From an optimization exercise on the open Yosys and OpenROAD flow, aimed at small area, a short achievable clock period and few clock cycles per item; shortcuts taken in it are not production practice.
Function was checked by simulation only, so behaviour that the tests miss may differ from the original.
Power and IR drop assume default switching activity.

## job 5757
## safe_stop_release_supervisor_top
module safe_stop_release_supervisor_top #(
    parameter int POS_BITS    = 20,
    parameter int STREAK_BITS = 16
) (
    input  logic                                clk,
    input  logic                                rst_n,
    input  logic [1:0]                          s_tuser,
    input  logic [ssrs_pkg::IN_DATA_W-1:0]      s_tdata,
    input  logic                                s_tvalid,
    output logic                                s_tready,
    output logic [ssrs_pkg::OUT_DATA_W-1:0]     m_tdata,
    output logic                                m_tvalid,
    input  logic                                m_tready,
    input  logic                                cfg_valid,
    output logic                                cfg_ready,
    input  logic [ssrs_pkg::CFG_IDX_W-1:0]      cfg_index,
    input  logic [ssrs_pkg::POS_W-1:0]          cfg_data
);
clock: 8.0 ns
lec_check: 0
abc_clock_period_in_ps: 2000
cap_margin: 20
core_margin: 2
core_utilization: 35
setup_slack_margin: 3.8
slew_margin: 20
run.sh (not shown) runs the stock make flow with config.mk's settings and CLKGATE_MAP_FILE= SYNTH_SCRIPT=/design/flow/synth_recipe.tcl, a recipe that flattens the netlist after the stock synthesis.
Testbench counts of job 5757, summed over its fixed seeds: cycles 24,176, items 23,331.
[inputs] job 9535 vs job 5757
- CORE_UTILIZATION changed from 35 to 40
- SETUP_SLACK_MARGIN changed from 3.8 to 5
Notes after the runs:
- Compared to job 5757, job 9535 was floorplanned on a smaller die.
- Per the comparison of job 9535 with job 5757, share of flip-flops with an asynchronous set or reset after synthesis now sits at about the same level, number of cells on the worst reg-to-reg path now sits higher.
- Max overall power of the completed layout across job 9535 and job 5757: job 9535
- Post-route fraction of the period consumed by the critical path delta for job 9535 relative to job 5757: 1.6 points lower
- Changes observed in job 9535 relative to job 5757: power dissipated by switching net loads higher, worst setup slack higher.
- Across job 9535 and job 5757, the outcome is the same: a clean finish for every run.
The following lists how job 3774 was set up differently from job 9535:
- swapping 40 for 60 in CORE_UTILIZATION
Findings:
Setup WNS job 9535 -> job 3774: worse. What job 9535 reported for wire length the detailed router placed on met1 has to be multiplied by 0.949 to get the figure for job 3774. Diff job 9535 -> job 3774: worst slew margin relative to its limit moved down, share of final-layout standard cells stronger than drive strength 1 moved down, total routed wirelength moved up. Compare job 3774 and job 9535 | met3 track demand over resource in global routing higher: job 3774. The clock transition at the registers of the reported paths on job 3774 is in line with that on job 9535. The area of all placed cells without fillers of job 3774 falls short of that of job 9535 by 510 sq um. Job 3774 gives less synthesis-to-finish area growth than job 9535 did.
### job 3774 -> job 4812
- CORE_UTILIZATION: 60 -> 40
- SETUP_SLACK_MARGIN: 5 -> 4.0
Relative to job 3774, synthesis-to-finish area growth decreased by 11 points in job 4812.
Job 4812 vs job 3774: number of detailed-routing iterations run before antenna repair down in job 4812
Comparing job 3774 with job 4812, the peak clock frequency supported by timing came out essentially unchanged.
Measured against each other, job 3774 and job 4812 differ in global-route usage, the higher figure coming from job 3774.
Job 4812 vs job 3774, clock latency reported for the late side of the worst-skew pair went up by 0.02 ns.
Changes observed in job 4812 relative to job 3774: sum of routed wire length over all layers went down 17%; number of cells on the worst reg-to-reg path went down 1.
Changes in job 2482 relative to job 4812:
- SETUP_SLACK_MARGIN: 4.0 -> 3.9
- CORE_UTILIZATION: 40 -> 32
[summary]
Job 2482: no failed stages, no open violations at the end
Job 2482: number of ordinary and repair buffers in the finished layout about 6.4% below job 4812
len_c[0] as the critical path startpoint was reported by job 4812, and len_c[1] by job 2482.
Post-route minimum period ended up 0.052 ns lower on job 2482 than on job 4812.
Job 4812 -> job 2482: count of cell instances traversed by the critical path delta 0, exact match
On relative contribution of combinational cells to total power, job 4812 and job 2482 are neck and neck.
Changes observed in job 2482 relative to job 4812: area added between synthesis and finish saw a decrease; total power down about 2.7%; synthesized area per cell held steady; area after detailed placement picked up an extra about 0.75%; peak fanout along the critical path +2.
Die: job 2482 bigger than job 4812
Looking at uppermost metal layer occupied by signal nets, the met5 result is from job 4812; the met4 one comes from job 2482.

========
## ember
safe_stop_release_supervisor_top again, from the RTL that the note above started with.
==> flow/design.v (excerpt) <==
module safe_stop_release_supervisor_top #(
    parameter int POS_BITS    = 20,
    parameter int STREAK_BITS = 16
) (
    input  logic                                clk,
    input  logic                                rst_n,
    input  logic [1:0]                          s_tuser,
    input  logic [ssrs_pkg::IN_DATA_W-1:0]      s_tdata,
    input  logic                                s_tvalid,
    output logic                                s_tready,
    output logic [ssrs_pkg::OUT_DATA_W-1:0]     m_tdata,
    output logic                                m_tvalid,
    input  logic                                m_tready,
    input  logic                                cfg_valid,
    output logic                                cfg_ready,
    input  logic [ssrs_pkg::CFG_IDX_W-1:0]      cfg_index,
    input  logic [ssrs_pkg::POS_W-1:0]          cfg_data
);
==> flow/config.mk <==
export PLATFORM = sky130hd
export DESIGN_NAME = safe_stop_release_supervisor_top
export DESIGN_NICKNAME = safe_stop_release_supervisor_top
export VERILOG_FILES = /design/flow/design.v
export SDC_FILE = /design/flow/constraint.sdc
export NUM_CORES = 4
export LEC_CHECK = 0
export ABC_CLOCK_PERIOD_IN_PS = 2000
export CAP_MARGIN = 20
export CORE_MARGIN = 2
export CORE_UTILIZATION = 40
export SETUP_SLACK_MARGIN = 4.2
export SLEW_MARGIN = 20
==> flow/constraint.sdc <==
create_clock -name core_clock -period 8.0 [get_ports {clk}]
set_input_delay 1.6000 -clock core_clock [delete_from_list [all_inputs] [get_ports {clk}]]
set_output_delay 1.6000 -clock core_clock [all_outputs]
set_load 0.01 [all_outputs]
ember | status: complete | timing, DRC, antenna: pass
Testbench counts of ember, summed over its fixed seeds: cycles 24,176, items 23,331.
Relative to ember, the following input files were edited for cedar:
--- a/flow/config.mk
+++ b/flow/config.mk
@@ -11,3 +11,3 @@
 export CORE_UTILIZATION = 40
-export SETUP_SLACK_MARGIN = 4.2
+export SETUP_SLACK_MARGIN = 3.9
 export SLEW_MARGIN = 20
==> comparison <==
cedar vs. ember: setup slack of the most critical reg-to-reg path went down by 0.04 ns. ember → cedar: cell count lost 1.9%; power in the clock group lost about 1%; via count lost 666; non-clock buffer count lost 29%; share of cell area taken by flip-flops and latches picked up an extra 1.6 points. Cmp ember and cedar / cell area / lower: cedar. Switching part of the total power delta for cedar relative to ember: 0.48 points lower.
Here is what was changed in the inputs of fjord compared with cedar.
--- a/flow/config.mk
+++ b/flow/config.mk
@@ -11,3 +11,3 @@
 export CORE_UTILIZATION = 40
-export SETUP_SLACK_MARGIN = 3.9
+export SETUP_SLACK_MARGIN = 3.5
 export SLEW_MARGIN = 20
### Flow results
[fjord vs cedar] number of signal-net inverters in the final layout: lower in fjord. Compared with cedar, in fjord total power draw moved up, setup slack saw a decrease, layout overhead on the synthesized area dropped 1.2 points. fjord ends up with higher clock distribution area overhead in the final layout than cedar does. For the final critical-path required period, fjord came in 0.23 ns higher than cedar did.

[port drivers added, routing unchanged]
In the flow no input, the clock included, has a driving cell. The finished layouts below were timed again as built, in two steps.
Step 1 assumes that a clkbuf_16 drives the clock port and a buf_2 every other input.
Step 2 moves the port delays by t, midway between the first and last clock arrival at a register: inputs arrive t later, outputs are due t later. That takes back most of the time a late clock gives input paths.
Slacks: no drivers / after step 1 / after step 2; pairs: no drivers / after step 1.
run	t, ns	setup WS [ns]	hold WS [ns]	latest minus earliest clock arrival (ns)	pins driven straight from the clock port
job 5757	0.734	3.894 / 3.894 / 3.778	0.413 / 0.413 / 0.413	0.026 / 0.027	1
job 9535	0.746	4.024 / 4.024 / 4.024	0.405 / 0.405 / 0.405	0.026 / 0.025	1
job 3774	0.728	3.851 / 3.851 / 3.851	0.404 / 0.404 / 0.404	0.045 / 0.045	1
job 4812	0.756	3.863 / 3.863 / 3.830	0.397 / 0.397 / 0.397	0.038 / 0.038	1
job 2482	0.761	3.915 / 3.915 / 3.700	0.375 / 0.375 / 0.375	0.083 / 0.084	1
ember	0.750	3.966 / 3.966 / 3.773	0.401 / 0.401 / 0.401	0.038 / 0.037	1
cedar	0.741	3.923 / 3.923 / 3.829	0.403 / 0.403 / 0.403	0.036 / 0.036	1
fjord	0.748	3.697 / 3.697 / 3.697	0.354 / 0.354 / 0.354	0.076 / 0.076	1
After both steps every run listed still meets setup and hold. The setup slack of job 2482, which loses most, moves by 0.000 ns with the drivers and by -0.215 ns with both steps.
